This is an optimization exercise on Yosys and OpenROAD, whose aim is a short achievable clock period and few clock cycles per item, not a production implementation.
RTL that was checked went through simulation tests only; none was proved equivalent to the original.
No functional check of the RTL was part of runs 1, 3 and 4.
No activity file was given, so power comes from the tool's default toggle rates.

### design/flow/config.mk
export PLATFORM = sky130hd
export DESIGN_NAME = spk_out
export DESIGN_NICKNAME = spk_out
export VERILOG_FILES = /design/flow/design.v
export SDC_FILE = /design/flow/constraint.sdc
export NUM_CORES = 4
export LEC_CHECK = 0
export ABC_CLOCK_PERIOD_IN_PS = 1500
export CAP_MARGIN = 20
export CORE_MARGIN = 2
export CORE_UTILIZATION = 50
export SETUP_SLACK_MARGIN = 2.3
export SLEW_MARGIN = 20
### design/flow/constraint.sdc
create_clock -name core_clock -period 4.0 [get_ports {clk}]
set_input_delay 0.8000 -clock core_clock [delete_from_list [all_inputs] [get_ports {clk}]]
set_output_delay 0.8000 -clock core_clock [all_outputs]
set_load 0.01 [all_outputs]
### design/flow/design.v
`default_nettype none
package spk_out_pkg;
    localparam int FLIT_W      = 59;
    localparam int TYPE_W      = 3;
    localparam int ROUTE_W     = 21;
    localparam int TYPE_MSB    = 58;
    localparam int ROUTE_MSB   = 55;
    localparam int ROUTE_LSB   = 35;
    localparam int NEURON_ID_W = 24;
    localparam int CONT_BIT = 0;
    localparam int DST_ADDR_W = 4;
    localparam int DST_DEPTH  = 16;
    localparam int FIFO_ADDR_W = 1;
    localparam int FIFO_DEPTH  = 2;
    localparam int CREDIT_MAX = 15;
    typedef logic [FLIT_W-1:0]      flit_t;
    typedef logic [TYPE_W-1:0]      flit_type_t;
    typedef logic [ROUTE_W-1:0]     route_t;
    typedef logic [NEURON_ID_W-1:0] neuron_id_t;
    typedef logic [DST_ADDR_W-1:0]  dst_addr_t;
    typedef logic [FIFO_ADDR_W-1:0] fifo_addr_t;
    localparam flit_type_t SPIKE    = 3'b000;
    localparam flit_type_t READ     = 3'b111;
endpackage
`default_nettype wire
`timescale 1ns/1ns
`default_nettype none
import spk_out_pkg::*;
module dst_ram (
    input  wire                    clk,
    input  wire                    rst_n,
    input  wire                    wr_en,
    input  spk_out_pkg::dst_addr_t wr_addr,
    input  spk_out_pkg::route_t    wr_data,
    input  spk_out_pkg::dst_addr_t rd_addr,
    output spk_out_pkg::route_t    rd_data,
    input  wire                    walk_step,
    input  wire                    walk_busy,
    output spk_out_pkg::route_t    route0,
    output logic                   route0_cont_nxt,    
    output spk_out_pkg::route_t    walk_route,
    output logic                   walk_cont_nxt       
);
    spk_out_pkg::route_t  mem  [0:DST_DEPTH-1];
    logic [DST_DEPTH-1:0] nx;          
    logic [DST_DEPTH-1:0] nx_nxt;
    logic [DST_DEPTH-1:0] nx_first;
    spk_out_pkg::route_t  after;       
    spk_out_pkg::route_t  at_nx;
    spk_out_pkg::route_t  at_nx_d;
    spk_out_pkg::route_t  at_succ_d;
    spk_out_pkg::route_t  at_succ;
    spk_out_pkg::route_t  at_first;
    logic [1:0]           nx_set;
    spk_out_pkg::route_t  walk_nxt;
    logic [DST_DEPTH-1:0] last;        
    logic [DST_DEPTH-1:0] last_q;
    always_ff @(posedge clk) begin
        if (wr_en) begin
            mem[wr_addr] <= wr_data;
        end
    end
    always_ff @(posedge clk) begin
        rd_data <= mem[rd_addr];
    end
    always_comb begin
        for (int i = 0; i < DST_DEPTH; i++) begin
            last[i] = !mem[i][CONT_BIT];
            for (int j = 0; j < i; j++) begin
                if (!mem[j][CONT_BIT]) last[i] = 1'b0;
            end
        end
    end
    always_ff @(posedge clk) begin
        last_q <= last;
    end
    always_comb begin
        nx_nxt[0] = |(nx & last_q) || (nx[DST_DEPTH-1] && !last_q[DST_DEPTH-1]);
        for (int i = 1; i < DST_DEPTH; i++) begin
            nx_nxt[i] = nx[i-1] && !last_q[i-1];
        end
        nx_first    = '0;
        nx_first[0] = last_q[0] || last_q[1];
        nx_first[2] = !last_q[0] && !last_q[1];
    end
    always_comb begin
        at_nx_d   = '0;
        at_succ_d = '0;
        for (int i = 0; i < DST_DEPTH; i++) begin
            at_nx_d   = at_nx_d   | (mem[i] & {ROUTE_W{nx[i]}});
            at_succ_d = at_succ_d | (mem[i] & {ROUTE_W{nx_nxt[i]}});
        end
    end
    always_ff @(posedge clk) begin
        at_nx    <= at_nx_d;
        at_succ  <= at_succ_d;
        at_first <= (last_q[0] || last_q[1]) ? mem[0] : mem[2];
        nx_set   <= !walk_busy ? 2'd2 : (walk_step ? 2'd1 : 2'd0);
    end
    assign after = (nx_set == 2'd2) ? at_first : (nx_set == 2'd1) ? at_succ : at_nx;
    assign walk_nxt = !walk_busy ? (last_q[0] ? mem[0] : mem[1]) :
                      walk_step  ? after : walk_route;
    always_ff @(posedge clk or negedge rst_n) begin
        if (!rst_n) begin
            nx         <= '0;
            walk_route <= '0;
        end else begin
            walk_route <= walk_nxt;
            if (!walk_busy) begin
                nx <= nx_first;
            end else if (walk_step) begin
                nx <= nx_nxt;
            end
        end
    end
    assign route0          = mem[0];
    assign route0_cont_nxt = (wr_en && wr_addr == '0) ? wr_data[CONT_BIT] : mem[0][CONT_BIT];
    assign walk_cont_nxt   = walk_nxt[CONT_BIT];
endmodule
`default_nettype wire
`timescale 1ns/1ns
`default_nettype none
import spk_out_pkg::*;
module data_fifo (
    input  wire                 clk,
    input  wire                 rst_n,
    input  wire                 wr_en,
    input  wire  [FLIT_W:0]     din,         
    input  wire                 pop_head,    
    input  wire                 pop_in,      
    output logic                head_v,
    output logic [FLIT_W:0]     head,
    output logic                full
);
    logic [FLIT_W:0]          mem [0:FIFO_DEPTH-1];
    logic [FIFO_DEPTH-1:0]    wr_sel;      
    logic [FIFO_DEPTH-1:0]    rd_sel;      
    logic [FIFO_ADDR_W:0]     count;       
    logic                     nonempty;    
    logic                     take;
    logic                     rd_adv;
    logic [FLIT_W:0]          rd_data;
    logic [FLIT_W:0]          head_nxt;
    logic                     head_v_nxt;
    logic [FIFO_ADDR_W:0]     count_nxt;
    assign take   = !head_v || pop_head;
    assign rd_adv = take && (nonempty || wr_en);
    always_comb begin
        rd_data = '0;
        for (int i = 0; i < FIFO_DEPTH; i++) begin
            rd_data = rd_data | (mem[i] & {(FLIT_W+1){rd_sel[i]}});
        end
    end
    assign head_nxt   = nonempty ? rd_data : din;
    assign head_v_nxt = head_v ? (nonempty || wr_en) : (wr_en && !pop_in);
    always_ff @(posedge clk) begin
        for (int i = 0; i < FIFO_DEPTH; i++) begin
            if (wr_en && wr_sel[i]) begin
                mem[i] <= din;
            end
        end
    end
    always_ff @(posedge clk) begin
        if (take) begin
            head <= head_nxt;
        end
    end
    always_comb begin
        count_nxt = count;
        if (wr_en && !take) begin
            count_nxt = count + 1'b1;
        end else if (!wr_en && take && nonempty) begin
            count_nxt = count - 1'b1;
        end
    end
    always_ff @(posedge clk or negedge rst_n) begin
        if (!rst_n) begin
            head_v    <= 1'b0;
            wr_sel    <= {{(FIFO_DEPTH-1){1'b0}}, 1'b1};
            rd_sel    <= {{(FIFO_DEPTH-1){1'b0}}, 1'b1};
            count     <= '0;
            nonempty  <= 1'b0;
            full      <= 1'b0;
        end else begin
            if (take) begin
                head_v    <= head_v_nxt;
            end
            if (wr_en) begin
                wr_sel <= {wr_sel[FIFO_DEPTH-2:0], wr_sel[FIFO_DEPTH-1]};
            end
            if (rd_adv) begin
                rd_sel <= {rd_sel[FIFO_DEPTH-2:0], rd_sel[FIFO_DEPTH-1]};
            end
            count    <= count_nxt;
            nonempty <= (count_nxt != '0);
            full     <= ({1'b0, count} + head_v + !full) > FIFO_DEPTH;
        end
    end
endmodule
`default_nettype wire
`timescale 1ns/1ns
`default_nettype none
import spk_out_pkg::*;
module spike_ingress (
    input  wire                     clk,
    input  wire                     rst_n,
    input  wire                     soma_fire,
    input  spk_out_pkg::neuron_id_t neuron_id,
    input  wire                     config_we,
    input  spk_out_pkg::flit_t      config_flit,
    output logic                    config_full,
    output logic                    push,
    output logic                    push_rd,
    output spk_out_pkg::flit_t      push_data,
    input  wire                     pop_head,
    input  wire                     pop_in,
    output logic                    head_v,
    output logic                    head_rd,
    output spk_out_pkg::flit_t      head
);
    assign push      = soma_fire || config_we;
    assign push_data = soma_fire ? {SPIKE, 21'b0, 11'b0, neuron_id} : config_flit;
    assign push_rd   = !soma_fire && (config_flit[TYPE_MSB:ROUTE_MSB+1] == READ);
    data_fifo i_data_fifo (
        .clk         (clk),
        .rst_n       (rst_n),
        .wr_en       (push),
        .din         ({push_rd, push_data}),
        .pop_head    (pop_head),
        .pop_in      (pop_in),
        .head_v      (head_v),
        .head        ({head_rd, head}),
        .full        (config_full)
    );
endmodule
`default_nettype wire
`timescale 1ns/1ns
`default_nettype none
import spk_out_pkg::*;
module flit_sender (
    input  wire                     clk,
    input  wire                     rst_n,
    input  wire                     push,
    input  wire                     push_rd,
    input  spk_out_pkg::flit_t      push_data,
    output logic                    pop_head,
    output logic                    pop_in,
    input  wire                     head_v,
    input  wire                     head_rd,
    input  spk_out_pkg::flit_t      head,
    input  wire                     credit_in,
    output logic                    flit_out_wr,
    output spk_out_pkg::flit_t      flit_out,
    input  wire                     dst_we,
    input  spk_out_pkg::dst_addr_t  dst_waddr,
    input  spk_out_pkg::route_t     dst_wdata,
    input  wire                     dst_re,
    input  spk_out_pkg::dst_addr_t  dst_raddr,
    output spk_out_pkg::route_t     dst_rdata
);
    logic                    credit_q;
    logic [CREDIT_MAX-1:0]   left;
    logic                    left0_nxt;
    logic                    dst_we_q;
    logic                    no_send;
    logic                    can_send;
    logic                    more;        
    logic                    out_rd;
    spk_out_pkg::flit_t      out_data;
    logic                    adv;
    logic                    last_copy;
    logic                    step;
    spk_out_pkg::route_t     walk_route;
    spk_out_pkg::route_t     route0;
    spk_out_pkg::route_t     copy_route;
    logic                    route0_cont_nxt;
    logic                    walk_cont_nxt;
    logic                    more_nxt;
    logic                    cont;        
    assign can_send  = !no_send;
    assign out_rd    = head_v ? head_rd : push_rd;
    assign out_data  = head_v ? head : push_data;
    assign copy_route = more ? walk_route : route0;
    assign adv       = can_send && (head_v || push);
    assign last_copy = out_rd || !cont;
    assign pop_head  = can_send && (head_rd || !cont);
    assign pop_in    = can_send && (push_rd || !cont);
    assign step      = can_send && more;
    assign more_nxt  = adv ? !last_copy : more;
    always_comb begin
        case ({adv, credit_q})
            2'b01:   left0_nxt = 1'b1;
            2'b10:   left0_nxt = left[1];
            default: left0_nxt = left[0];
        endcase
    end
    always_ff @(posedge clk or negedge rst_n) begin
        if (!rst_n) begin
            credit_q    <= 1'b0;
            left        <= '1;
            dst_we_q    <= 1'b0;
            no_send     <= 1'b0;
            flit_out_wr <= 1'b0;
            more        <= 1'b0;
            cont        <= 1'b0;
        end else begin
            credit_q    <= credit_in;
            dst_we_q    <= dst_we;
            no_send     <= !(left0_nxt || credit_in) || dst_we || dst_we_q;
            flit_out_wr <= adv;
            case ({adv, credit_q})
                2'b01:   left <= {left[CREDIT_MAX-2:0], 1'b1};
                2'b10:   left <= {1'b0, left[CREDIT_MAX-1:1]};
                default: left <= left;
            endcase
            more        <= more_nxt;
            cont        <= more_nxt ? walk_cont_nxt : route0_cont_nxt;
        end
    end
    always_ff @(posedge clk) begin
        flit_out[TYPE_MSB:ROUTE_MSB+1] <= out_data[TYPE_MSB:ROUTE_MSB+1];
        flit_out[ROUTE_LSB-1:0]        <= out_data[ROUTE_LSB-1:0];
        flit_out[ROUTE_MSB:ROUTE_LSB]  <= out_rd ? out_data[ROUTE_MSB:ROUTE_LSB] : copy_route;
    end
    dst_ram i_dst_ram (
        .clk        (clk),
        .rst_n      (rst_n),
        .wr_en      (dst_we),
        .wr_addr    (dst_waddr),
        .wr_data    (dst_wdata),
        .rd_addr    (dst_raddr),
        .rd_data    (dst_rdata),
        .walk_step  (step),
        .walk_busy  (more),
        .route0          (route0),
        .route0_cont_nxt (route0_cont_nxt),
        .walk_route      (walk_route),
        .walk_cont_nxt   (walk_cont_nxt)
    );
endmodule
`default_nettype wire
`timescale 1ns/1ns
`default_nettype none
import spk_out_pkg::*;
module spk_out (
    input  wire                     clk,
    input  wire                     rst_n,
    input  wire                     soma_fire,
    input  spk_out_pkg::neuron_id_t neuron_id,
    input  wire                     config_we,
    input  spk_out_pkg::flit_t      config_flit,
    output logic                    config_full,
    input  wire                     credit_in,
    output logic                    flit_out_wr,
    output spk_out_pkg::flit_t      flit_out,
    input  wire                     dst_we,
    input  spk_out_pkg::dst_addr_t  dst_waddr,
    input  spk_out_pkg::route_t     dst_wdata,
    input  wire                     dst_re,
    input  spk_out_pkg::dst_addr_t  dst_raddr,
    output spk_out_pkg::route_t     dst_rdata
);
    logic               push;
    logic               push_rd;
    spk_out_pkg::flit_t push_data;
    logic               pop_head;
    logic               pop_in;
    logic               head_v;
    logic               head_rd;
    spk_out_pkg::flit_t head;
    spike_ingress i_spike_ingress (
        .clk         (clk),
        .rst_n       (rst_n),
        .soma_fire   (soma_fire),
        .neuron_id   (neuron_id),
        .config_we   (config_we),
        .config_flit (config_flit),
        .config_full (config_full),
        .push        (push),
        .push_rd     (push_rd),
        .push_data   (push_data),
        .pop_head    (pop_head),
        .pop_in      (pop_in),
        .head_v      (head_v),
        .head_rd     (head_rd),
        .head        (head)
    );
    flit_sender i_flit_sender (
        .clk         (clk),
        .rst_n       (rst_n),
        .push        (push),
        .push_rd     (push_rd),
        .push_data   (push_data),
        .pop_head    (pop_head),
        .pop_in      (pop_in),
        .head_v      (head_v),
        .head_rd     (head_rd),
        .head        (head),
        .credit_in   (credit_in),
        .flit_out_wr (flit_out_wr),
        .flit_out    (flit_out),
        .dst_we      (dst_we),
        .dst_waddr   (dst_waddr),
        .dst_wdata   (dst_wdata),
        .dst_re      (dst_re),
        .dst_raddr   (dst_raddr),
        .dst_rdata   (dst_rdata)
    );
endmodule
`default_nettype wire
### design/flow/run.sh
#!/bin/bash
# synth_recipe.tcl (not shown) runs the flow's synth.tcl, then flattens the netlist and writes it again
# the make line also repeats each setting of config.mk as NAME=value (left out here)
make -C /OpenROAD-flow-scripts/flow DESIGN_CONFIG=/design/flow/config.mk WORK_HOME=/design/flow/orfs CLKGATE_MAP_FILE= SYNTH_SCRIPT=/design/flow/synth_recipe.tcl finish
==> results of run 1 <==
[sequential cells by signal, summed over array words and instances, names as in the netlist, 2 cells and up]
name and flops:
i_flit_sender.i_dst_ram.walk_route 21, i_flit_sender.i_dst_ram.at_nx 21, i_spike_ingress.i_data_fifo.wr_sel 2, i_flit_sender.i_dst_ram.nx 16
i_spike_ingress.i_data_fifo.head 60, i_flit_sender.i_dst_ram.at_succ 21, i_spike_ingress.i_data_fifo.count 2, i_spike_ingress.i_data_fifo.rd_sel 2
i_flit_sender.i_dst_ram.rd_data 21, i_flit_sender.left 15, i_spike_ingress.i_data_fifo.mem 120, i_flit_sender.i_dst_ram.mem 336
i_flit_sender.i_dst_ram.nx_set 2, i_flit_sender.i_dst_ram.last_q 15, i_flit_sender.flit_out 59, i_flit_sender.i_dst_ram.at_first 21
[final timing paths]
check	startpoint	to	slack [ns]	cells after the start
max	i_flit_sender.i_dst_ram.nx[10]	i_flit_sender.i_dst_ram.at_succ[4]	1.89	5
min	rst_n	i_flit_sender.credit_q	0.33	1
max reg2reg	i_flit_sender.i_dst_ram.nx[10]	i_flit_sender.i_dst_ram.at_succ[4]	1.89	5
min reg2reg	i_flit_sender.dst_we_q	i_flit_sender.no_send	0.46	2
max in group asynchronous	rst_n	i_flit_sender.i_dst_ram.walk_route[1]	2.94	2
min in group core_clock	dst_we	i_flit_sender.dst_we_q	0.34	1
[layout by cell type, fill, tap and decap left out, types with 13 or more instances in the layout]
| cell | Yosys | final |
|---|---|---|
| dfxtp_1 | 160 | 105 |
| a31oi_1 | 20 | 20 |
| a211o_1 | 32 | 32 |
| a221oi_1 | 84 | 48 |
| a22o_1 | 84 | 84 |
| nand4_1 | 37 | 37 |
| dfstp_2 | 17 | 16 |
| dfrtp_1 | 50 | 29 |
| edfxtp_1 | 516 | 516 |
| clkdlybuf4s50_1 | 0 | 103 |
| a222oi_1 | 20 | 20 |
| clkinv_2 | 0 | 13 |
| buf_4 | 3 | 70 |
| a21oi_1 | 86 | 84 |
| buf_6 | 8 | 82 |
| a22oi_1 | 195 | 191 |
| nand2_1 | 63 | 59 |
| dfxtp_2 | 0 | 52 |
| a211oi_1 | 64 | 42 |
| nor2_1 | 100 | 86 |
| mux2_4 | 0 | 29 |
| a211oi_2 | 0 | 22 |
| mux4_2 | 105 | 105 |
| a221oi_2 | 0 | 35 |
| buf_12 | 0 | 36 |
| mux2i_1 | 72 | 60 |
| nor2b_1 | 115 | 88 |
| nand3_1 | 22 | 20 |
| o21ai_1 | 0 | 15 |
| dfrtp_4 | 0 | 19 |
| mux2_2 | 86 | 59 |
| clkbuf_1 | 134 | 20 |
| clkbuf_16 | 0 | 85 |
| nor2b_4 | 0 | 31 |
| buf_2 | 18 | 29 |
| buf_16 | 0 | 23 |
| buf_8 | 0 | 14 |
[worst register-to-register path: stages (launching register included)]
cell and delay [ns]:
dfrtp_4 0.47, buf_4 0.27, nor2b_4 0.75, a22oi_1 0.23
nand3_1 0.17, a211o_1 0.16
[final cells by class]
cell class | instances | area [µm²]
Tap cell | 846 | 1060
Multi-Input combinational cell | 1281 | 12000
Fill cell | 4611 | 22400
Clock inverter | 34 | 278
Timing Repair Buffer | 372 | 4470
Inverter | 10 | 51.3
Sequential cell | 743 | 20500
Clock buffer | 109 | 2210
Antenna cell | 5 | 12.5
[through the flow]
stage / total power (µW) / instance area [µm²]
after floorplan: 10800 / 32700
after global placement: 11700 / 35300
after detailed placement: 11800 / 35300
after CTS: 19200 / 39700
after global routing: 19900 / 40600
final: 19300 / 40600
[Yosys cell counts (2+ instances only)]
library cell | instances | area [µm²]
edfxtp_1 | 516 | 15500
a22oi_1 | 195 | 1460
dfxtp_1 | 160 | 3200
clkbuf_1 | 134 | 503
nor2b_1 | 115 | 719
mux4_2 | 105 | 2360
nor2_1 | 100 | 375
a21oi_1 | 86 | 430
mux2_2 | 86 | 968
a221oi_1 | 84 | 736
a22o_1 | 84 | 736
mux2i_1 | 72 | 721
a211oi_1 | 64 | 480
nand2_1 | 63 | 236
dfrtp_1 | 50 | 1250
nand4_1 | 37 | 231
a211o_1 | 32 | 280
nand3_1 | 22 | 110
a222oi_1 | 20 | 200
a31oi_1 | 20 | 125
buf_2 | 18 | 90.1
o21ai_0 | 18 | 90.1
dfstp_2 | 17 | 447
buf_1 | 11 | 41.3
a2111o_1 | 9 | 101
buf_6 | 8 | 90.1
inv_1 | 8 | 30.0
nor3_1 | 8 | 40.0
ha_1 | 4 | 50.1
nand2b_1 | 4 | 25.0
nor3b_1 | 4 | 30.0
buf_4 | 3 | 22.5
a21o_1 | 2 | 15.0
and2_1 | 2 | 12.5
mux2_1 | 2 | 22.5
nand3b_1 | 2 | 15.0
o2111ai_1 | 2 | 17.5
o21a_1 | 2 | 15.0
o31ai_1 | 2 | 15.0
or2_2 | 2 | 12.5
xnor2_1 | 2 | 17.5
[power groups by stage]
stage                     sequential, µW  combinational [µW]  clock (µW)
final                               9280                2890        7140
after global routing                9330                3060        7520
after CTS                           9250                2720        7200
after detailed placement            9550                2250           0
after global placement              9530                2200           0
after floorplan                     9270                1530           0
[routing by layer]
metal  wire, µm  GRT usage, %  up-vias
met4       8800          19.8        4
met1      42600          45.4    11900
met2      52800          53.9     2014
met5         58             0        -
met3      17300          13.5      613
li1           -             -     9570
[kinds of logic (layout without fill, tap and decap cells)]
family	after synthesis	count (layout)	synth area share, %
AO/OA/AOI/OAI	624	624	14.8
XOR/XNOR	2	2	0.0548
adder cells (fa/ha/maj)	5	5	0.219
buffers and inverters	184	525	2.46
flip-flops	743	743	63.9
multiplexers	265	265	12.8
other	0	5	0
AND/OR/NAND/NOR	365	385	5.82
[repair_timing]
action,4_1_cts,5_1_grt
gates resized for setup,574,116
pin swaps,23,20
cloned,26,6
endpoints found under the setup margin,821,301
setup buffers,85,25
==> metrics.md, run 1 <==
| Metric | Value |
|---|---|
| Maxcap violations | 0 |
| Largest net degree at the start of global routing | 61 |
| GRT overflow | 0 |
| Sw Share | 25.8% |
| Slew Limit Headroom | 23.4% |
| Max incr delay on CP | 0.74 ns |
| Flop pwr share | 48.1% |
| RSZ-0062 raised after global routing | true |
| Vias in the first global route | 23.5k |
| DP HPWL | 58.3 mm |
| Clk slew on worst S/H paths | 0.06 ns |
| FF+latch count, synth | 743 |
| Number of remaining DRC errors | 0 |
| Via count | 24.1k |
| Syn-to-layout area delta | 27.2% |
| Final setup vio count | 0 |
| Worst-Margin Slew | 1.15 ns |
| Cts hold-fix bufs | 0 |
| Clock sink count | 743 |
| CP Buf/Inv Count | 1 |
| CTS tree | built |
| Routed length per placed instance | 35.7 µm |
| 1st-iter DRT viols | 3,926 |
| Post-route setup slack | 1.89 ns |
| CTS buffer count | 79 |
| Startpoint Class | flip-flop |
| Clock Skews | 0.0245 ns |
| Clk Latency, worst-skew pair | 0.63 ns |
| Post-Place Cells | 3,110 |
| Ports | 201 |
| Fin crit share | 52.7% |
| Clk pwr share | 37.0% |
| Clk root buf | clkbuf_16 |
| H-tree depth | 3 |
| Antenna violations before repair | 3 |
| Final number of max-transition violations | 0 |
| First-pass GRT wire length | 170 mm |
| Antenna Nets Post-Route | 0 |
| I/O Buffers | 199 |
| Cell Count, Final, Fillers Out | 3,400 |
| Type of the worst setup path | flip-flop to flip-flop |
| Critical path peak fanout | 11 |
| Vias/cell | 7.09 |
| Die H | 257 µm |
| Starting Density | 50.6% |
| EDFF count, synth | 516 |
| Synthesized cell area | 31,900 µm² |
| Final Util | 64.4% |
| Pre-CTS WS | 0.802 ns |
| Post-synth top flop | edfxtp_1 |
| Worst hold margin | 0.329 ns |
| Hold Path Class | input port to async pin |
| Asr flop ratio synth | 9.02% |
| Synth Area per Inst | 14.6 µm² |
| Status | no timing/DRC/antenna violations |
| Clk buf depth | 3 |
| Row cnt | 92 |
| Crit path max-delay family | simple AND/OR/NAND/NOR gates |
| Worst IR Drop VDD | 0.372 mV |
| Critical Path AT | 2.67 ns |
| Register area share after synthesis | 63.9% |
| Internal power | 14,300 µW |
| Final Hold Vio Count | 0 |
| YS warnings | 4 |
| DR pass1 iterations | 9 |
| DIE WIDTH | 257 µm |
| Critical path endpoint category | flip-flop |
| Net count, final | 2,611 |
| Leakage | 0.0140 µW |
| Core area | 63,100 µm² |
| Critical-path top delay cell | nor2b_4 |
| CP required | 4.56 ns |
| Pwr/cell area | 475 nW/µm² |
| Detailed Route WL | 121 mm |
| Die area | 65,900 µm² |
| Min cycle time layout | 2.11 ns |
| Share of layout cells above drive strength 1 | 32.6% |
| Setup tns final | 0 ns |
| Cell breakdown of the critical path | buf_4, nor2b_4, a22oi_1, nand3_1, a211o_1 |
| Net Sw Power | 4980 µW |
| Placer Congestion | 0.898 |
| Combinational fraction of design power | 15.0% |
| Syn Nets | 2,312 |
| Unique cell type count in the Yosys netlist | 54 |
| Cells after Synth | 2,188 |
| Max Clock Freq | 474 MHz |
| Total Routing Usage GR | 36.1% |
==> run 2: changes to the inputs <==
--- a/design/flow/design.v
+++ b/design/flow/design.v
@@ -45,4 +45,6 @@
     logic [DST_DEPTH-1:0] nx;          
-    logic [DST_DEPTH-1:0] nx_nxt;
     logic [DST_DEPTH-1:0] nx_first;
+    logic [DST_DEPTH-1:0] nx2;         
+    logic [DST_DEPTH-1:0] nx2_nxt;
+    logic [DST_DEPTH-1:0] nx2_first;
     spk_out_pkg::route_t  after;       
@@ -77,9 +79,13 @@
     always_comb begin
-        nx_nxt[0] = |(nx & last_q) || (nx[DST_DEPTH-1] && !last_q[DST_DEPTH-1]);
+        nx2_nxt[0] = |(nx2 & last_q) || (nx2[DST_DEPTH-1] && !last_q[DST_DEPTH-1]);
         for (int i = 1; i < DST_DEPTH; i++) begin
-            nx_nxt[i] = nx[i-1] && !last_q[i-1];
+            nx2_nxt[i] = nx2[i-1] && !last_q[i-1];
         end
-        nx_first    = '0;
-        nx_first[0] = last_q[0] || last_q[1];
-        nx_first[2] = !last_q[0] && !last_q[1];
+        nx_first     = '0;
+        nx_first[0]  = last_q[0] || last_q[1];
+        nx_first[2]  = !last_q[0] && !last_q[1];
+        nx2_first    = '0;
+        nx2_first[0] = last_q[0] || (!last_q[1] && last_q[2]);
+        nx2_first[1] = !last_q[0] && last_q[1];
+        nx2_first[3] = !last_q[0] && !last_q[1] && !last_q[2];
     end
@@ -90,3 +96,3 @@
             at_nx_d   = at_nx_d   | (mem[i] & {ROUTE_W{nx[i]}});
-            at_succ_d = at_succ_d | (mem[i] & {ROUTE_W{nx_nxt[i]}});
+            at_succ_d = at_succ_d | (mem[i] & {ROUTE_W{nx2[i]}});
         end
@@ -105,2 +111,3 @@
             nx         <= '0;
+            nx2        <= '0;
             walk_route <= '0;
@@ -109,5 +116,7 @@
             if (!walk_busy) begin
-                nx <= nx_first;
+                nx  <= nx_first;
+                nx2 <= nx2_first;
             end else if (walk_step) begin
-                nx <= nx_nxt;
+                nx  <= nx2;
+                nx2 <= nx2_nxt;
             end
==> run 2 against run 1 <==
- still clean on timing, DRC and antenna
- first-iteration DRC count is 0.31% lower
- register-to-register slack better by 0.34 ns
- sequential share of layout area is 1.6 points higher
- non-clock buffer count is 39 lower
- cell count is 0.65% lower
- core utilization is 2.2 points lower
- clock skew is 0.00056 ns lower
- design area is 1.2% lower
- area after synthesis is 2.0% higher
- global-route usage is 3.7 points lower
- critical endpoint is now flit_out_wr
==> metrics.md, run 2 <==
| Metric | Value |
|---|---|
| I/O Buffers | 199 |
| Critical-path top delay cell | dfrtp_1 |
| Min cycle time layout | 1.93 ns |
| Post-synth top flop | edfxtp_1 |
| CP Buf/Inv Count | 1 |
| Row cnt | 93 |
| Share of the synthesized area in the top cell type | 47.6% |
| Pwr/cell area | 496 nW/µm² |
| Startpoint Class | flip-flop |
| Max Clock Freq | 517 MHz |
| Unique cell type count in the Yosys netlist | 51 |
| GRT overflow | 0 |
| Top Registers | i_flit_sender.i_dst_ram.mem: 336 flops, i_spike_ingress.i_data_fifo.mem: 120 flops, i_spike_ingress.i_data_fifo.head: 60 flops |
| Power, Total | 19,900 µW |
| Synth cell count leaders | edfxtp_1, a221oi_1, a22o_1 |
| Die H | 259 µm |
| Cell breakdown of the critical path | buf_2 |
| Asr flop ratio synth | 10.9% |
| Slew Limit Headroom | 33.2% |
| Status | no timing/DRC/antenna violations |
| DIE WIDTH | 259 µm |
| RSZ-0062 raised after global routing | true |
| Max FFs per register | 336 |
| Clk root buf | clkbuf_16 |
| Syn Nets | 2,353 |
| Critical Path AT | 1.13 ns |
| Worst Setup SP | i_flit_sender.flit_out_wr |
| Largest net degree at the start of global routing | 63 |
| Crit path max-delay family | flip-flops |
| Fin crit share | 48.3% |
| Hold Path Class | input port to async pin |
| CTS buffer count | 80 |
| Synthesized cell area | 32,600 µm² |
| Cts hold-fix bufs | 0 |
| FF+latch count, synth | 759 |
| Syn-to-layout area delta | 23.3% |
| First-pass GRT wire length | 157 mm |
| Setup tns final | 0 ns |
| Total Routing Usage GR | 32.3% |
| Starting Density | 50.5% |
| Maxcap violations | 0 |
| Clock sink count | 759 |
| DP HPWL | 58.7 mm |
| EDFF count, synth | 516 |
| CTS tree | built |
| Post-route setup slack | 2.07 ns |
| Via count | 23.5k |
| Worst IR Drop VDD | 0.350 mV |
| Placer Congestion | 0.927 |
| Reg2reg setup slack | 2.23 ns |
| Register area share after synthesis | 63.8% |
| Clk slew on worst S/H paths | 0.06 ns |
| Final number of max-transition violations | 0 |
| Type of the worst setup path | flip-flop to output pin |
| Commonest non-fill, non-tap cell in the layout | edfxtp_1 |
| Max incr delay on CP | 0.38 ns |
| RR Startpoint | i_spike_ingress.i_data_fifo.head_v |
| H-tree depth | 3 |
| Cells after Synth | 2,229 |
| CP required | 3.20 ns |
| Vias in the first global route | 23.1k |
| Most flop-heavy register | i_flit_sender.i_dst_ram.mem |
| Commonest non-fill, non-tap cells in the layout | edfxtp_1, a22o_1, a221oi_1 |
| Number of remaining DRC errors | 0 |
| Routed length per placed instance | 33.0 µm |
| Detailed Route WL | 111 mm |
| Final setup vio count | 0 |
| Worst Reg-to-Reg Cells | 4 |
| Post-route cell area | 40,100 µm² |
| Pre-CTS WS | 0.677 ns |
| Share of layout cells above drive strength 1 | 29.0% |
| Ports | 201 |
| Critical R2R Capture | i_flit_sender.cont |
| Top-count cell post-synth | edfxtp_1 |
| Antenna violations before repair | 3 |
| Clock Skews | 0.0240 ns |
| Antenna Nets Post-Route | 0 |
| Critical path endpoint category | output pin |
| Ranking of synthesized cells by area | edfxtp_1, dfxtp_1, mux4_2, dfrtp_1, a221oi_1 |
| Clk Latency, worst-skew pair | 0.63 ns |
| Worst hold margin | 0.312 ns |
| 1st-iter DRT viols | 3,914 |
| Die area | 67,200 µm² |
| YS warnings | 4 |
| Final Hold Vio Count | 0 |
| Worst-Margin Slew | 1.00 ns |
| Synth Area per Inst | 14.6 µm² |
| Net count, final | 2,578 |
| Critical path peak fanout | 1 |
| Placed instance area | 35,900 µm² |
| Core area | 64,500 µm² |
| Vias/cell | 6.94 |
| Area leader, netlist | edfxtp_1 |
| DR pass1 iterations | 6 |
| Clk buf depth | 3 |
| Leakage | 0.0136 µW |
run 2: cell types whose count changed in the layout (fill, tap and decap cells not counted), sizes merged, moves of 12 or more:
cell | previous run | this run
a21oi | 86 | 98
a211o | 32 | 20
nand3 | 22 | 5
nor2b | 131 | 103
dfrtp | 50 | 66
a22oi | 195 | 68
a22o | 84 | 169
a222oi | 20 | 1
nor2 | 100 | 117
buf | 254 | 216
a221oi | 84 | 169
nand2 | 63 | 47
run 2: stage by stage:
step,instances,utilization [%]
2_1_floorplan,2229,-
6_report,3378,62.3
3_5_place_dp,3141,55.6
5_1_grt,3377,62.3
3_3_place_gp,3140,55.6
4_1_cts,3347,61.3
run 2: kinds of logic (layout without fill, tap and decap cells):
kind of cell / after synthesis / after routing / synth area share (%)
xor gates and xnor gates: 2 / 2 / 0.0538
and+or+nand+nor: 355 / 357 / 5.60
other: 0 / 2 / 0
DFF: 759 / 759 / 63.8
buffers and inverters: 203 / 493 / 2.61
muxes: 264 / 264 / 12.5
AOI/OAI and AO/OA: 641 / 641 / 15.2
adders and majority gates: 5 / 5 / 0.215
run 2: final cells by class:
| cell class | count | area (µm²) |
|---|---|---|
| repair buffers | 333 | 3800 |
| multi-input cells | 1269 | 11500 |
| clock inverters | 40 | 439 |
| diodes | 2 | 5.00 |
| flip-flops and latches | 759 | 21000 |
| repair inverters | 1 | 7.51 |
| inverters | 10 | 46.3 |
| well taps | 855 | 1070 |
| clock buffers | 109 | 2300 |
| fillers | 4844 | 24300 |
run 2: power by group:
group | internal (µW) | switching, µW
clock network | 4610 | 3110
registers | 9050 | 419
logic | 1270 | 1450
total | 14900 | 4980
run 2: worst max-delay path by stage:
stage	end	slack (ns)	cells after the start
6_report	flit_out_wr	2.07	1
5_1_grt	flit_out_wr	2.02	1
4_1_cts	flit_out_wr	2.01	1
3_5_place_dp	i_flit_sender.i_dst_ram.mem[0][2]	0.68	4
3_3_place_gp	i_flit_sender.i_dst_ram.mem[0][5]	0.73	4
2_1_floorplan	i_flit_sender.cont	1.41	4
run 2: metal layers:
layer / vias to the layer above / share of wire, % / wire length [µm] / track usage [%]
met4: 4 / 5.5 / 6070 / 15.1
met3: 483 / 12 / 13500 / 9.01
li1: 9547 / - / - / -
met1: 11600 / 37 / 41100 / 42.1
met2: 1796 / 46 / 50700 / 50.5
met5: - / 0.027 / 30 / 0
run 2: repair_timing:
action,in CTS,in global routing
setup endpoints to repair,782,298
hold endpoints to repair,0,0
resized for setup,502,69
gates cloned,11,4
buffers inserted,46,25
pin swaps,12,4
Testbench counts of run 2, summed over its fixed seeds: cycles 4,111, flits 4,071.
==> run 3: changes to the inputs <==
--- a/design/flow/design.v
+++ b/design/flow/design.v
@@ -44,20 +44,28 @@
     spk_out_pkg::route_t  mem  [0:DST_DEPTH-1];
+    spk_out_pkg::route_t  mem_nxt [0:DST_DEPTH-1];
     logic [DST_DEPTH-1:0] nx;          
+    logic [DST_DEPTH-1:0] nx_nxt;
     logic [DST_DEPTH-1:0] nx_first;
-    logic [DST_DEPTH-1:0] nx2;         
-    logic [DST_DEPTH-1:0] nx2_nxt;
-    logic [DST_DEPTH-1:0] nx2_first;
-    spk_out_pkg::route_t  after;       
-    spk_out_pkg::route_t  at_nx;
-    spk_out_pkg::route_t  at_nx_d;
-    spk_out_pkg::route_t  at_succ_d;
-    spk_out_pkg::route_t  at_succ;
-    spk_out_pkg::route_t  at_first;
-    logic [1:0]           nx_set;
+    spk_out_pkg::route_t  after;
     spk_out_pkg::route_t  walk_nxt;
+    logic [DST_DEPTH-1:0] wr_sel;      
+    spk_out_pkg::route_t  wr_buf;
+    logic [DST_DEPTH-1:0] rd_sel;
     logic [DST_DEPTH-1:0] last;        
     logic [DST_DEPTH-1:0] last_q;
+    always_ff @(posedge clk or negedge rst_n) begin
+        if (!rst_n) begin
+            wr_sel <= '0;
+        end else begin
+            for (int i = 0; i < DST_DEPTH; i++) begin
+                wr_sel[i] <= wr_en && (wr_addr == i);
+            end
+        end
+    end
     always_ff @(posedge clk) begin
-        if (wr_en) begin
-            mem[wr_addr] <= wr_data;
+        wr_buf <= wr_data;
+    end
+    always_comb begin
+        for (int i = 0; i < DST_DEPTH; i++) begin
+            mem_nxt[i] = wr_sel[i] ? wr_buf : mem[i];
         end
@@ -65,3 +73,20 @@
     always_ff @(posedge clk) begin
-        rd_data <= mem[rd_addr];
+        for (int i = 0; i < DST_DEPTH; i++) begin
+            if (wr_sel[i]) begin
+                mem[i] <= wr_buf;
+            end
+        end
+    end
+    always_comb begin
+        for (int i = 0; i < DST_DEPTH; i++) begin
+            rd_sel[i] = (rd_addr == i);
+        end
+    end
+    always_ff @(posedge clk) begin
+        for (int b = 0; b < ROUTE_W; b++) begin
+            rd_data[b] <= |(rd_sel & {mem_nxt[15][b], mem_nxt[14][b], mem_nxt[13][b], mem_nxt[12][b],
+                                      mem_nxt[11][b], mem_nxt[10][b], mem_nxt[9][b],  mem_nxt[8][b],
+                                      mem_nxt[7][b],  mem_nxt[6][b],  mem_nxt[5][b],  mem_nxt[4][b],
+                                      mem_nxt[3][b],  mem_nxt[2][b],  mem_nxt[1][b],  mem_nxt[0][b]});
+        end
     end
@@ -79,29 +104,16 @@
     always_comb begin
-        nx2_nxt[0] = |(nx2 & last_q) || (nx2[DST_DEPTH-1] && !last_q[DST_DEPTH-1]);
-        for (int i = 1; i < DST_DEPTH; i++) begin
-            nx2_nxt[i] = nx2[i-1] && !last_q[i-1];
+        after = '0;
+        for (int i = 0; i < DST_DEPTH; i++) begin
+            after = after | (mem[i] & {ROUTE_W{nx[i]}});
         end
-        nx_first     = '0;
-        nx_first[0]  = last_q[0] || last_q[1];
-        nx_first[2]  = !last_q[0] && !last_q[1];
-        nx2_first    = '0;
-        nx2_first[0] = last_q[0] || (!last_q[1] && last_q[2]);
-        nx2_first[1] = !last_q[0] && last_q[1];
-        nx2_first[3] = !last_q[0] && !last_q[1] && !last_q[2];
     end
     always_comb begin
-        at_nx_d   = '0;
-        at_succ_d = '0;
-        for (int i = 0; i < DST_DEPTH; i++) begin
-            at_nx_d   = at_nx_d   | (mem[i] & {ROUTE_W{nx[i]}});
-            at_succ_d = at_succ_d | (mem[i] & {ROUTE_W{nx2[i]}});
+        nx_nxt[0] = |(nx & last_q) || (nx[DST_DEPTH-1] && !last_q[DST_DEPTH-1]);
+        for (int i = 1; i < DST_DEPTH; i++) begin
+            nx_nxt[i] = nx[i-1] && !last_q[i-1];
         end
+        nx_first    = '0;
+        nx_first[0] = last_q[0] || last_q[1];
+        nx_first[2] = !last_q[0] && !last_q[1];
     end
-    always_ff @(posedge clk) begin
-        at_nx    <= at_nx_d;
-        at_succ  <= at_succ_d;
-        at_first <= (last_q[0] || last_q[1]) ? mem[0] : mem[2];
-        nx_set   <= !walk_busy ? 2'd2 : (walk_step ? 2'd1 : 2'd0);
-    end
-    assign after = (nx_set == 2'd2) ? at_first : (nx_set == 2'd1) ? at_succ : at_nx;
     assign walk_nxt = !walk_busy ? (last_q[0] ? mem[0] : mem[1]) :
@@ -111,3 +123,2 @@
             nx         <= '0;
-            nx2        <= '0;
             walk_route <= '0;
@@ -116,7 +127,5 @@
             if (!walk_busy) begin
-                nx  <= nx_first;
-                nx2 <= nx2_first;
+                nx <= nx_first;
             end else if (walk_step) begin
-                nx  <= nx2;
-                nx2 <= nx2_nxt;
+                nx <= nx_nxt;
             end
@@ -125,3 +134,3 @@
     assign route0          = mem[0];
-    assign route0_cont_nxt = (wr_en && wr_addr == '0) ? wr_data[CONT_BIT] : mem[0][CONT_BIT];
+    assign route0_cont_nxt = mem_nxt[0][CONT_BIT];
     assign walk_cont_nxt   = walk_nxt[CONT_BIT];
--- a/design/flow/config.mk
+++ b/design/flow/config.mk
@@ -10,4 +10,4 @@
 export CORE_MARGIN = 2
-export CORE_UTILIZATION = 50
-export SETUP_SLACK_MARGIN = 2.3
+export CORE_UTILIZATION = 55
+export SETUP_SLACK_MARGIN = 2.5
 export SLEW_MARGIN = 20
==> run 3 against run 2 <==
- cell count up 4.6%
- sequential power up 5.1%
- die area down 19%
- still clean on timing, DRC and antenna
- synthesized cell count up 5.5%
- core utilization up 16 points
- design area up 0.48%
- critical path depth up 4
- flip-flop and latch count down 44
==> metrics.md, run 3 <==
| Metric | Value |
|---|---|
| H-tree depth | 3 |
| Worst-Margin Slew | 1.08 ns |
| Synth Area per Inst | 12.3 µm² |
| Fin crit share | 52.6% |
| First-pass GRT wire length | 168 mm |
| Vias in the first global route | 24.1k |
| Asr flop ratio synth | 11.6% |
| Setup tns final | 0 ns |
| Top Registers | i_flit_sender.i_dst_ram.mem: 336 flops, i_spike_ingress.i_data_fifo.mem: 120 flops, i_spike_ingress.i_data_fifo.head: 60 flops |
| Critical path peak fanout | 4 |
| GRT overflow | 0 |
| Clk slew on worst S/H paths | 0.07 ns |
| Flop pwr share | 44.7% |
| EDFF count, synth | 180 |
| Register area share after synthesis | 57.4% |
| Max Clock Freq | 475 MHz |
| Detailed Route WL | 123 mm |
| Worst Reg-to-Reg Cells | 5 |
| Post-synth top flop | dfxtp_1 |
| Routed length per placed instance | 34.9 µm |
| 1st-iter DRT viols | 3,326 |
| Most flop-heavy register | i_flit_sender.i_dst_ram.mem |
| Antenna Nets Post-Route | 0 |
| Share of layout cells above drive strength 1 | 45.9% |
| Ranking of synthesized cells by area | dfxtp_1, edfxtp_1, mux2_2, a22oi_1, dfrtp_1 |
| DIE WIDTH | 233 µm |
| Critical Path End | i_flit_sender.i_dst_ram.rd_data[18] |
| Synth cell count leaders | dfxtp_1, mux2_2, a22oi_1 |
| Critical Path AT | 2.60 ns |
| Clk buf depth | 3 |
| Critical R2R Capture | i_flit_sender.i_dst_ram.rd_data[18] |
| DR pass1 iterations | 9 |
| Ports | 201 |
| Simple-gate share of the synthesized area | 7.03% |
| Commonest non-fill, non-tap cell in the layout | dfxtp_1 |
| CP required | 4.50 ns |
| Clk Latency, worst-skew pair | 0.64 ns |
| Maxcap violations | 0 |
| Reg2reg setup slack | 1.90 ns |
| Via count | 24.9k |
| Sw Share | 30.1% |
| Status | no timing/DRC/antenna violations |
| Final setup vio count | 0 |
| I/O Buffers | 199 |
| Adder-Cell Fraction of Synth Area | 0.243% |
| Main combinational cell family by area after synthesis | multiplexers |
| Type of the worst setup path | flip-flop to flip-flop |
| Startpoint Class | flip-flop |
| Critical path endpoint category | flip-flop |
| Syn Nets | 2,476 |
| Max FFs per register | 336 |
| Worst Setup SP | i_flit_sender.i_dst_ram.wr_sel[6] |
| Syn-to-layout area delta | 39.8% |
| Final number of max-transition violations | 0 |
| YS warnings | 6 |
| RSZ-0062 raised after global routing | true |
| Post-Synth XOR/XNOR Area | 0.0607% |
| Starting Density | 55.9% |
| Hold Path Class | input port to async pin |
| Die H | 233 µm |
| Net Sw Power | 6690 µW |
| Internal power | 15,600 µW |
| Placer Congestion | 0.884 |
| Cells after Synth | 2,352 |
| DP HPWL | 54.8 mm |
| Antenna violations before repair | 10 |
| Unique cell type count in the Yosys netlist | 53 |
| Largest net degree at the start of global routing | 59 |
| Final Hold Vio Count | 0 |
| Worst hold margin | 0.344 ns |
| Leakage | 0.0154 µW |
| Area leader, netlist | dfxtp_1 |
| Clock sink count | 715 |
| Clk root buf | clkbuf_16 |
| Worst IR Drop VDD | 0.429 mV |
| CTS tree | built |
| Clk pwr share | 31.8% |
| Core area | 51,600 µm² |
| Number of remaining DRC errors | 0 |
| CTS buffer count | 73 |
| Slew Limit Headroom | 28.3% |
| Synthesized cell area | 28,900 µm² |
| Commonest non-fill, non-tap cells in the layout | dfxtp_1, mux2_2, a22oi_1 |
| Row cnt | 83 |
| RR Startpoint | i_flit_sender.i_dst_ram.wr_sel[6] |
| FF+latch count, synth | 715 |
| Pwr/cell area | 552 nW/µm² |
| Total Routing Usage GR | 43.2% |
| Vias/cell | 7.05 |
| Clock Skews | 0.0313 ns |
| Combinational fraction of design power | 23.5% |
| Multiplexer share of the synthesized area | 17.6% |
| Top-count cell post-synth | dfxtp_1 |
| Synth Area in Compound Gates | 14.8% |
| Die area | 54,300 µm² |
| Net count, final | 2,902 |
| Min cycle time layout | 2.10 ns |
| Share of the synthesized area in the top cell type | 31.4% |
## run 3: per-stage QoR
step                cells  area (µm²)  setup slack [ns]  power (µW)  util [%]
floorplan            2352       29900              1.76       12200         -
global placement     3075       32100             0.701       13500      62.1
detailed placement   3075       32100             0.684       13600      62.1
CTS                  3460       38800              1.98       21400      75.1
global route         3518       40300              1.89       22900      78.1
finish               3532       40300              1.90       22300      78.2
## run 3: power by group through the flow
stage          Sequential, µW  Combinational, µW  Clock (µW)
5_1_grt                 10100               5410        7370
3_3_place_gp            10100               3370           0
2_1_floorplan            9620               2530           0
3_5_place_dp            10200               3460           0
4_1_cts                  9830               4570        7050
6_report                 9950               5230        7080
## run 3: how the worst min path moves through the flow
stage,endpoint,cells past startpoint,from
final,i_flit_sender.i_dst_ram.walk_route[17],1,rst_n
after global routing,i_flit_sender.i_dst_ram.walk_route[14],1,rst_n
after CTS,i_flit_sender.i_dst_ram.walk_route[14],1,rst_n
after detailed placement,i_flit_sender.i_dst_ram.last_q[1],1,i_flit_sender.i_dst_ram.mem[1][0]
after global placement,i_flit_sender.flit_out[20],1,i_spike_ingress.i_data_fifo.head[20]
after floorplan,i_flit_sender.i_dst_ram.last_q[2],1,i_flit_sender.i_dst_ram.mem[2][0]
## run 3: cell type report
cell class	instances	area [µm²]
flip-flops and latches	715	16800
multi-input cells	1427	13400
fillers	3034	11300
repair buffers	548	6800
clock buffers	116	2300
well taps	680	851
clock inverters	19	173
inverters	13	60.1
diodes	14	35.0
## run 3: metal layers
| layer | GRT usage, % | routed length [µm] |
|---|---|---|
| met3 | 15.6 | 17000 |
| met5 | 0 | 105 |
| met1 | 53.3 | 43200 |
| met4 | 32.1 | 10700 |
| met2 | 62.1 | 52200 |
## run 3: what timing repair did
item	CTS	global route
setup endpoints to repair	740	255
cloned	15	11
buffers inserted	235	47
gates resized for setup	707	172
hold buffers	0	0
pin swaps	99	109
## run 3: cell families after synthesis
kind of cell / Yosys count
DFF: 715
and+or+nand+nor: 371
AOI/OAI and AO/OA: 587
muxes: 456
adders and majority gates: 5
buffers and inverters: 216
xor gates and xnor gates: 2
## run 3: critical path, cell delays in order, from the launching register on
cell,delay [ns]
dfrtp_2,0.51
buf_12,0.18
mux2_4,0.31
a22o_1,0.21
a221o_1,0.29
or4_1,0.48
==> run 4: changes to the inputs <==
--- a/design/flow/config.mk
+++ b/design/flow/config.mk
@@ -10,3 +10,3 @@
 export CORE_MARGIN = 2
-export CORE_UTILIZATION = 55
+export CORE_UTILIZATION = 40
 export SETUP_SLACK_MARGIN = 2.5
==> run 4 against run 3 <==
- still clean on timing, DRC and antenna
- hold slack improved by 0.011 ns
- die area increased by 37%
- core utilization decreased by 22 points
- setup slack improved by 0.023 ns
- design area decreased by 1.0%
- clock power increased by 2%
- fmax increased by 1.1%
- synthesized cell count unchanged
==> metrics.md, run 4 <==
| Metric | Value |
|---|---|
| Final setup vio count | 0 |
| Number of remaining DRC errors | 0 |
| I/O Buffers | 199 |
| Worst-Margin Slew | 1.03 ns |
| Startpoint Class | flip-flop |
| Synthesized cell area | 28,900 µm² |
| Fin crit share | 52.1% |
| Critical path peak fanout | 5 |
| Post-route setup slack | 1.92 ns |
| Max incr delay on CP | 0.52 ns |
| Synth cell count leaders | dfxtp_1, mux2_2, a22oi_1 |
| DR pass1 iterations | 6 |
| H-tree depth | 3 |
| Pwr/cell area | 557 nW/µm² |
| Worst IR Drop VDD | 0.408 mV |
| Critical path endpoint category | flip-flop |
| Most flop-heavy register | i_flit_sender.i_dst_ram.mem |
| Syn Nets | 2,476 |
| DIE WIDTH | 273 µm |
| Final number of max-transition violations | 0 |
| Clk slew on worst S/H paths | 0.06 ns |
| Type of the worst setup path | flip-flop to flip-flop |
| Clk root buf | clkbuf_16 |
| GRT overflow | 0 |
| DP HPWL | 54.7 mm |
| Leakage | 0.0150 µW |
| Max Clock Freq | 480 MHz |
| Via count | 24.1k |
| Share of the synthesized area in the top cell type | 31.4% |
| Simple-gate share of the synthesized area | 7.03% |
| EDFF count, synth | 180 |
| Crit path max-delay family | simple AND/OR/NAND/NOR gates |
| First-pass GRT wire length | 166 mm |
| Final Hold Vio Count | 0 |
| Commonest non-fill, non-tap cell in the layout | dfxtp_1 |
| Top-count cell post-synth | dfxtp_1 |
| FF+latch count, synth | 715 |
| Post-synth top flop | dfxtp_1 |
| Vias in the first global route | 23.7k |
| Min cycle time layout | 2.08 ns |
| Ranking of synthesized cells by area | dfxtp_1, edfxtp_1, mux2_2, a22oi_1, dfrtp_1 |
| Commonest non-fill, non-tap cells in the layout | dfxtp_1, mux2_2, a22oi_1 |
| Sw Share | 29.7% |
| Internal power | 15,600 µW |
| Hold Path Class | input port to async pin |
| Ports | 201 |
| Clock Skews | 0.0266 ns |
| Clock sink count | 715 |
| Critical Path AT | 2.58 ns |
| Synth Area per Inst | 12.3 µm² |
| Slew Limit Headroom | 31.5% |
| CTS tree | built |
| Status | no timing/DRC/antenna violations |
| Die H | 273 µm |
| 1st-iter DRT viols | 3,168 |
| Cell breakdown of the critical path | buf_6, buf_4, mux2_2, a32oi_1, nand4_1, or4_1 |
| Post-Synth XOR/XNOR Area | 0.0607% |
| Combinational fraction of design power | 22.6% |
| Antenna Nets Post-Route | 0 |
| Core area | 71,500 µm² |
| Flop pwr share | 44.9% |
| Cts hold-fix bufs | 0 |
| RSZ-0062 raised after global routing | true |
| Critical-path top delay cell | or4_1 |
| Total Routing Usage GR | 30.9% |
| CP required | 4.50 ns |
| YS warnings | 6 |
| Pre-CTS WS | 0.622 ns |
| Max FFs per register | 336 |
| Clk pwr share | 32.6% |
| Cells after Synth | 2,352 |
| Largest net degree at the start of global routing | 71 |
| Die area | 74,300 µm² |
| CTS buffer count | 77 |
| Top Registers | i_flit_sender.i_dst_ram.mem: 336 flops, i_spike_ingress.i_data_fifo.mem: 120 flops, i_spike_ingress.i_data_fifo.head: 60 flops |
| Row cnt | 98 |
| Adder-Cell Fraction of Synth Area | 0.243% |
| Fillcell total | 5,661 |
| Antenna violations before repair | 5 |
| Unique cell type count in the Yosys netlist | 53 |
| CP Buf/Inv Count | 2 |
| Synth Area in Compound Gates | 14.8% |
| Share of layout cells above drive strength 1 | 43.5% |
| Setup tns final | 0 ns |
| Multiplexer share of the synthesized area | 17.6% |
| Vias/cell | 6.40 |
| Starting Density | 40.4% |
| Placer Congestion | 0.859 |
| Net Sw Power | 6610 µW |
| Detailed Route WL | 121 mm |
| Register area share after synthesis | 57.4% |
| Main combinational cell family by area after synthesis | multiplexers |
| Clk buf depth | 3 |
| Area leader, netlist | dfxtp_1 |
| Asr flop ratio synth | 11.6% |
| Routed length per placed instance | 32.1 µm |
| Syn-to-layout area delta | 38.4% |
| Net count, final | 2,866 |
| Maxcap violations | 0 |
| Clk Latency, worst-skew pair | 0.64 ns |
==> run 4: cell types whose count changed in the layout (fill, tap and decap cells not counted), sizes merged, moves of 3 or more <==
cell    before  now
and2        18   21
buf        427  389
diode       14    3
bufbuf       4    1
clkbuf     123  129
==> run 4: metrics by stage <==
stage                     area [µm²]  hold slack [ns]  total power, µW  utilization, %  std cells
after CTS                      38700            0.345            21600            54.1       3706
after detailed placement       32400            0.447            13700            45.3       3334
after global placement         32400            0.447            13500            45.3       3334
after floorplan                29900            0.411            12200               -       2352
after global routing           39900            0.404            22900            55.8       3755
final                          39900            0.355            22200            55.9       3758
==> run 4: layer usage <==
layer	vias up	GRT usage, %	share of wire, %
met5	-	0	0.11
met4	8	19.6	7.8
met3	576	10.9	12
met2	1689	45.9	43
met1	11900	38.1	37
li1	9868	-	-
==> run 4: path summary, 6_finish.rpt <==
kind                                                    from                                     end  slack, ns  depth (start not counted)
max in group asynchronous                              rst_n  i_flit_sender.i_dst_ram.walk_route[20]       2.84                          2
min                                                    rst_n               i_flit_sender.flit_out_wr       0.36                          1
min reg2reg                i_flit_sender.i_dst_ram.mem[3][0]       i_flit_sender.i_dst_ram.last_q[3]       0.46                          1
max reg2reg                i_flit_sender.i_dst_ram.wr_sel[2]     i_flit_sender.i_dst_ram.rd_data[20]       1.92                          6
min in group core_clock    i_flit_sender.i_dst_ram.mem[3][0]       i_flit_sender.i_dst_ram.last_q[3]       0.46                          1
max                        i_flit_sender.i_dst_ram.wr_sel[2]     i_flit_sender.i_dst_ram.rd_data[20]       1.92                          6
==> run 4: power groups by stage <==
stage | Clock, µW | Combinational [µW] | Sequential (µW)
floorplan | 0 | 2530 | 9620
global placement | 0 | 3400 | 10100
detailed placement | 0 | 3500 | 10200
CTS | 7270 | 4450 | 9900
global route | 7600 | 5240 | 10100
finish | 7240 | 5010 | 9970
==> run 4: worst register-to-register path: cells and delay by family (launching register included) <==
kind | cells | cell delay, ns
AO/OA/AOI/OAI | 1 | 0.18
flip-flops | 1 | 0.43
buffers and inverters | 2 | 0.34
multiplexers | 1 | 0.35
AND/OR/NAND/NOR | 2 | 0.65
==> run 4: kinds of logic after synthesis <==
kind of cell             count (synthesis)
adder cells (fa/ha/maj)                  5
AO/OA/AOI/OAI                          587
flip-flops                             715
AND/OR/NAND/NOR                        371
XOR/XNOR                                 2
multiplexers                           456
buffers and inverters                  216
==> run 4: repair_timing <==
item                       CTS  global route
gates cloned                20             9
gates resized for setup    656           132
setup buffers              210            40
setup endpoints to repair  727           266
pin swaps                   79            81
==> run 4: layout make-up <==
type	count	area [µm²]	share of cell area, %
Sequential cell	715	16800	42.0
Clock inverter	19	233	0.583
Tap cell	950	1190	2.98
Antenna cell	3	7.51	0.0188
Timing Repair Buffer	505	6280	15.7
Multi-Input combinational cell	1430	13100	32.7
Inverter	13	58.8	0.147
Clock buffer	123	2320	5.80

-- static timing again, ports no longer ideal --
The results above use ideal ports. As a check the final layouts listed here were re-extracted and re-timed, cells and wires unchanged.
Step 1 (the two cells are an assumption about what drives the block):
set clk [get_ports {clk}]
set_driving_cell -lib_cell sky130_fd_sc_hd__clkbuf_16 $clk
set_driving_cell -lib_cell sky130_fd_sc_hd__buf_2 [delete_from_list [all_inputs] $clk]
Step 2 times the ports against the registers' clock, not the clock port: input delays grow and output delays shrink by t, the midpoint of the rising clock arrivals with the driver on.
Slacks: ideal ports / drivers / drivers and shift; pairs: ideal ports / drivers.
run	t (ns)	setup WS [ns]	hold slack, ns	clock arrival spread, ns	worst register clock-pin slew, ns
run 1	0.684	1.892 / 1.892 / 1.439	0.329 / 0.307 / 0.459	0.030 / 0.030	0.06 / 0.06
run 2	0.681	2.067 / 2.001 / 1.448	0.312 / 0.273 / 0.458	0.027 / 0.028	0.06 / 0.06
run 3	0.682	1.895 / 1.895 / 1.339	0.344 / 0.308 / 0.469	0.032 / 0.032	0.07 / 0.07
run 4	0.686	1.918 / 1.918 / 1.338	0.355 / 0.325 / 0.461	0.029 / 0.029	0.07 / 0.07
After both steps every run listed still meets setup and hold. The setup slack of run 2, which loses most, moves by -0.066 ns with the drivers and by -0.619 ns with both steps.
